This design comes from an exercise in tuning for small area, a short achievable clock period and few clock cycles on the open sky130 flow, not from production work.
The RTL was checked by simulation tests, not by an equivalence proof against the original design.
No activity file was given, so power comes from the tool's default toggle rates.

==> module rvCore, before the edit <==
module rvCore #(
    parameter int addrBits = 10
) (
    input  logic                CLK,
    input  logic                rstN,
    input  logic [31:0]         instr,
    output logic [addrBits-1:0] instrAddr,
    output logic                ramWe,
    output logic [9:0]          ramAddr,    
    output logic [31:0]         ramWdata,
    input  logic [31:0]         ramRdata,
    output logic [31:0]         gpio
);
    logic [addrBits-1:0] pc;
    logic                stall;
    assign instrAddr = pc;
    always_ff @(posedge CLK) begin
        if (!rstN)       pc <= '0;
        else if (!stall) pc <= pc + 1'b1;
    end
    logic [31:7] dIr;
    logic        dR, dI, dL, dS;    
    always_ff @(posedge CLK) begin
        if (!rstN) begin
            {dR, dI, dL, dS} <= '0;
        end else if (!stall) begin
            dR <= instr[6:0] == rvCorePkg::opR;
            dI <= instr[6:0] == rvCorePkg::opImm;
            dL <= instr[6:0] == rvCorePkg::opLoad;
            dS <= instr[6:0] == rvCorePkg::opStore;
        end
    end
    logic [31:1] dSel1, dSel2;
    logic [4:0] nRs1, nRs2;
    assign nRs1 = stall ? dIr[19:15] : instr[19:15];
    assign nRs2 = stall ? dIr[24:20] : instr[24:20];
    always_ff @(posedge CLK) begin
        if (!stall) dIr <= instr[31:7];
    end
    always_ff @(posedge CLK) begin
        for (int i = 1; i < 32; i++) begin
            dSel1[i] <= nRs1 == 5'(i);
            dSel2[i] <= nRs2 == 5'(i);
        end
    end
    logic [4:0]  dRd, dRs1, dRs2;
    logic [2:0]  dF3;
    logic        dAlt;
    logic [11:0] dImmI;
    logic [9:0]  dImmS;
    logic        dUses1, dUses2, dWrites;
    assign dRd    = dIr[11:7];
    assign dF3    = dIr[14:12];
    assign dRs1   = dIr[19:15];
    assign dRs2   = dIr[24:20];
    assign dAlt   = dIr[30];
    assign dImmI  = dIr[31:20];
    assign dImmS  = {dIr[29:25], dIr[11:7]};
    assign dUses1 = dR | dI | dL | dS;
    assign dUses2 = dR | dS;
    assign dWrites = (dR | dI | dL) && dRd != 5'd0;
    logic        eWe, eLd, eSt;
    logic [4:0]  eRd;
    logic        mWe, mLd, mRamWe, mGpioWe;
    logic [4:0]  mRd;
    logic [31:0] mX;         
    logic [31:0] mFA, mFB;   
    logic [9:0]  mAddr;
    assign stall = eWe && eLd
                   && ((dUses1 && dRs1 == eRd) || (dUses2 && dRs2 == eRd));
    logic [31:0] rf1, rf2, mVal, dA, dB;
    assign mVal = mLd ? ramRdata : mX;
    regFile regs (
        .CLK(CLK), .rs1Sel(dSel1), .rs2Sel(dSel2), .rs1Data(rf1), .rs2Data(rf2),
        .we(mWe), .rd(mRd), .wdata(mVal)
    );
    logic dFwdA, dFwdB;
    assign dFwdA = dUses1 && eWe && !eLd && eRd == dRs1;
    assign dFwdB = dUses2 && eWe && !eLd && eRd == dRs2;
    always_comb begin
        if (dFwdA)                       dA = '0;
        else if (mWe && mRd == dRs1)     dA = mVal;
        else                             dA = rf1;
        if (dI || dL)                    dB = {{20{dImmI[11]}}, dImmI};
        else if (dFwdB)                  dB = '0;
        else if (mWe && mRd == dRs2)     dB = mVal;
        else                             dB = rf2;
    end
    logic [31:0] eA, eB;
    logic [9:0]  eImm;
    logic        eSub, eSelSum, eSelSlt, eSelSltu, eSelXor, eSelOr, eSelAnd;
    logic        eSelSll, eSelSr, eArith;
    always_ff @(posedge CLK) begin
        if (!rstN || stall) begin
            eWe <= 1'b0;
            eLd <= 1'b0;
            eSt <= 1'b0;
        end else begin
            eWe <= dWrites;
            eLd <= dL;
            eSt <= dS;
        end
    end
    always_ff @(posedge CLK) begin
        eRd   <= dRd;
        eA    <= dA;
        eB    <= dB;
        eImm  <= dS ? dImmS : dImmI[9:0];
        eSub     <= (dR && dF3 == 3'd0 && dAlt) || dF3 == 3'd2 || dF3 == 3'd3;
        eSelSum  <= dF3 == 3'd0;
        eSelSll  <= dF3 == 3'd1;
        eSelSlt  <= dF3 == 3'd2;
        eSelSltu <= dF3 == 3'd3;
        eSelXor  <= dF3 == 3'd4;
        eSelSr   <= dF3 == 3'd5;
        eSelOr   <= dF3 == 3'd6;
        eSelAnd  <= dF3 == 3'd7;
        eArith   <= dAlt && dF3 == 3'd5;
    end
    logic [31:0] opA, opB, aluY;
    logic [9:0]  eAddr;
    assign opA = eA | mFA;
    assign opB = eB | mFB;
    aluUnit alu (
        .a(opA), .b(opB), .sub(eSub),
        .selSum(eSelSum), .selSlt(eSelSlt), .selSltu(eSelSltu),
        .selXor(eSelXor), .selOr(eSelOr), .selAnd(eSelAnd),
        .selSll(eSelSll), .selSr(eSelSr), .arith(eArith),
        .y(aluY)
    );
    assign eAddr = opA[9:0] + eImm;
    always_ff @(posedge CLK) begin
        if (!rstN) begin
            mWe     <= 1'b0;
            mLd     <= 1'b0;
            mRamWe  <= 1'b0;
            mGpioWe <= 1'b0;
        end else begin
            mWe     <= eWe;
            mLd     <= eLd;
            mRamWe  <= eSt && eAddr != 10'd0;
            mGpioWe <= eSt && eAddr == 10'd0;
        end
    end
    always_ff @(posedge CLK) begin
        mRd   <= eRd;
        mAddr <= eAddr;
        mX    <= eSt ? opB : aluY;
        mFA   <= dFwdA ? aluY : '0;
        mFB   <= dFwdB ? aluY : '0;
    end
    assign ramWe    = mRamWe;
    assign ramAddr  = mAddr;
    assign ramWdata = mX;
    always_ff @(posedge CLK) begin
        if (!rstN)        gpio <= '0;
        else if (mGpioWe) gpio <= mX;
    end
endmodule
Settings: LEC_CHECK=0, ABC_AREA=1, CAP_MARGIN=20, CELL_PAD_IN_SITES_DETAIL_PLACEMENT=1, CELL_PAD_IN_SITES_GLOBAL_PLACEMENT=2, CORE_MARGIN=2, CORE_UTILIZATION=30, CTS_CLUSTER_DIAMETER=80, CTS_CLUSTER_SIZE=20, PLACE_DENSITY=0.45, SETUP_SLACK_MARGIN=5.0, SLEW_MARGIN=20, TNS_END_PERCENT=0; clock period 7.0 ns.
standard.sh (not shown) runs the stock make flow with config.mk's settings and CLKGATE_MAP_FILE= SYNTH_SCRIPT=/design/flow/synth_recipe.tcl, a recipe that flattens the netlist after the stock synthesis.
==> flow/flow/run.sh <==
#!/bin/bash
# The standard layout (standard.sh, all ORFS steps from synthesis to finish)
# with one change: buffer_ports gives every input and output port a buf_2
# buffer instead of the delay cell (clkdlybuf4s50) it picks by default.
# ORFS writes each step's full log under orfs/logs/; make's own output goes
# to standard_make.log here.
set -euo pipefail
export BUFFER_PORTS_ARGS="-buffer_cell sky130_fd_sc_hd__buf_2"
bash standard.sh > standard_make.log 2>&1
The first run finished with timing, DRC and antenna clean.
Testbench counts at the start, summed over its fixed seeds: cycles 20,124.
Then changed:
--- a/flow/design.v
+++ b/flow/design.v
@@ -135,22 +135,12 @@
             dI <= instr[6:0] == rvCorePkg::opImm;
             dL <= instr[6:0] == rvCorePkg::opLoad;
             dS <= instr[6:0] == rvCorePkg::opStore;
         end
     end
-    logic [31:1] dSel1, dSel2;
-    logic [4:0] nRs1, nRs2;
-    assign nRs1 = stall ? dIr[19:15] : instr[19:15];
-    assign nRs2 = stall ? dIr[24:20] : instr[24:20];
     always_ff @(posedge CLK) begin
         if (!stall) dIr <= instr[31:7];
-    end
-    always_ff @(posedge CLK) begin
-        for (int i = 1; i < 32; i++) begin
-            dSel1[i] <= nRs1 == 5'(i);
-            dSel2[i] <= nRs2 == 5'(i);
-        end
     end
     logic [4:0]  dRd, dRs1, dRs2;
     logic [2:0]  dF3;
     logic        dAlt;
     logic [11:0] dImmI;
@@ -173,28 +163,46 @@
     logic [31:0] mX;         
     logic [31:0] mFA, mFB;   
     logic [9:0]  mAddr;
     assign stall = eWe && eLd
                    && ((dUses1 && dRs1 == eRd) || (dUses2 && dRs2 == eRd));
+    logic [4:0] nRs1, nRs2;
+    logic       nUses1, nUses2, nFwdE1, nFwdE2, nFwdM1, nFwdM2;
+    logic [6:0] nOpcode;
+    assign nRs1    = stall ? dRs1 : instr[19:15];
+    assign nRs2    = stall ? dRs2 : instr[24:20];
+    assign nOpcode = instr[6:0];
+    assign nUses1  = stall ? dUses1
+                           : (nOpcode == rvCorePkg::opR || nOpcode == rvCorePkg::opImm
+                              || nOpcode == rvCorePkg::opLoad || nOpcode == rvCorePkg::opStore);
+    assign nUses2  = stall ? dUses2
+                           : (nOpcode == rvCorePkg::opR || nOpcode == rvCorePkg::opStore);
+    assign nFwdE1 = !stall && nUses1 && dWrites && !dL && dRd == nRs1;
+    assign nFwdE2 = !stall && nUses2 && dWrites && !dL && dRd == nRs2;
+    assign nFwdM1 = !nFwdE1 && nUses1 && eWe && eRd == nRs1;
+    assign nFwdM2 = !nFwdE2 && nUses2 && eWe && eRd == nRs2;
+    logic [31:1] dSel1, dSel2;   
+    logic        dFwdA, dFwdB;   
+    logic        dFwdM1, dFwdM2;  
+    always_ff @(posedge CLK) begin
+        for (int i = 1; i < 32; i++) begin
+            dSel1[i] <= nUses1 && !nFwdE1 && !nFwdM1 && nRs1 == 5'(i);
+            dSel2[i] <= nUses2 && !nFwdE2 && !nFwdM2 && nRs2 == 5'(i);
+        end
+        dFwdA  <= nFwdE1;
+        dFwdB  <= nFwdE2;
+        dFwdM1 <= nFwdM1;
+        dFwdM2 <= nFwdM2;
+    end
     logic [31:0] rf1, rf2, mVal, dA, dB;
     assign mVal = mLd ? ramRdata : mX;
     regFile regs (
         .CLK(CLK), .rs1Sel(dSel1), .rs2Sel(dSel2), .rs1Data(rf1), .rs2Data(rf2),
         .we(mWe), .rd(mRd), .wdata(mVal)
     );
-    logic dFwdA, dFwdB;
-    assign dFwdA = dUses1 && eWe && !eLd && eRd == dRs1;
-    assign dFwdB = dUses2 && eWe && !eLd && eRd == dRs2;
-    always_comb begin
-        if (dFwdA)                       dA = '0;
-        else if (mWe && mRd == dRs1)     dA = mVal;
-        else                             dA = rf1;
-        if (dI || dL)                    dB = {{20{dImmI[11]}}, dImmI};
-        else if (dFwdB)                  dB = '0;
-        else if (mWe && mRd == dRs2)     dB = mVal;
-        else                             dB = rf2;
-    end
+    assign dA = rf1 | ({32{dFwdM1}} & mVal);
+    assign dB = rf2 | ({32{dFwdM2}} & mVal) | ({32{dI | dL}} & {{20{dImmI[11]}}, dImmI});
     logic [31:0] eA, eB;
     logic [9:0]  eImm;
     logic        eSub, eSelSum, eSelSlt, eSelSltu, eSelXor, eSelOr, eSelAnd;
     logic        eSelSll, eSelSr, eArith;
     always_ff @(posedge CLK) begin
What happened:
- clock-buffer cell count shrinks by 5
- total power drops by about a fifth
- clock power is higher slightly
- maximum frequency came out higher by a few percent
- cell area increases slightly
- via count came out lower slightly
- final cell count rises by a few percent
- die area hardly moves
Testbench counts after the change, summed over its fixed seeds: cycles 20,124.

-- afterwards: timing with drivers on the ports --
No port has a modelled driver above. Below, the same layouts with a new extraction and two added sets of constraints. Step 1 assumes that a clkbuf_16 drives the clock port and a buf_2 every other input. Step 2 times the ports against the registers' clock, not the clock port: input delays grow and output delays shrink by t, the midpoint of the rising clock arrivals with the driver on. Slacks: ideal ports / drivers / drivers and shift; pairs: ideal ports / drivers.
run	t, ns	slack for setup (ns)	worst setup path at the end	clock arrival spread, ns
the first run	0.873	4.008 / 4.008 / 3.431	input to register	0.069 / 0.069
the second run	0.875	4.069 / 4.069 / 3.417	input to register	0.058 / 0.058
After both steps setup and hold are still met in every run listed. The setup slack of the second run, which loses most, moves by 0.000 ns with the drivers and by -0.652 ns with both steps.
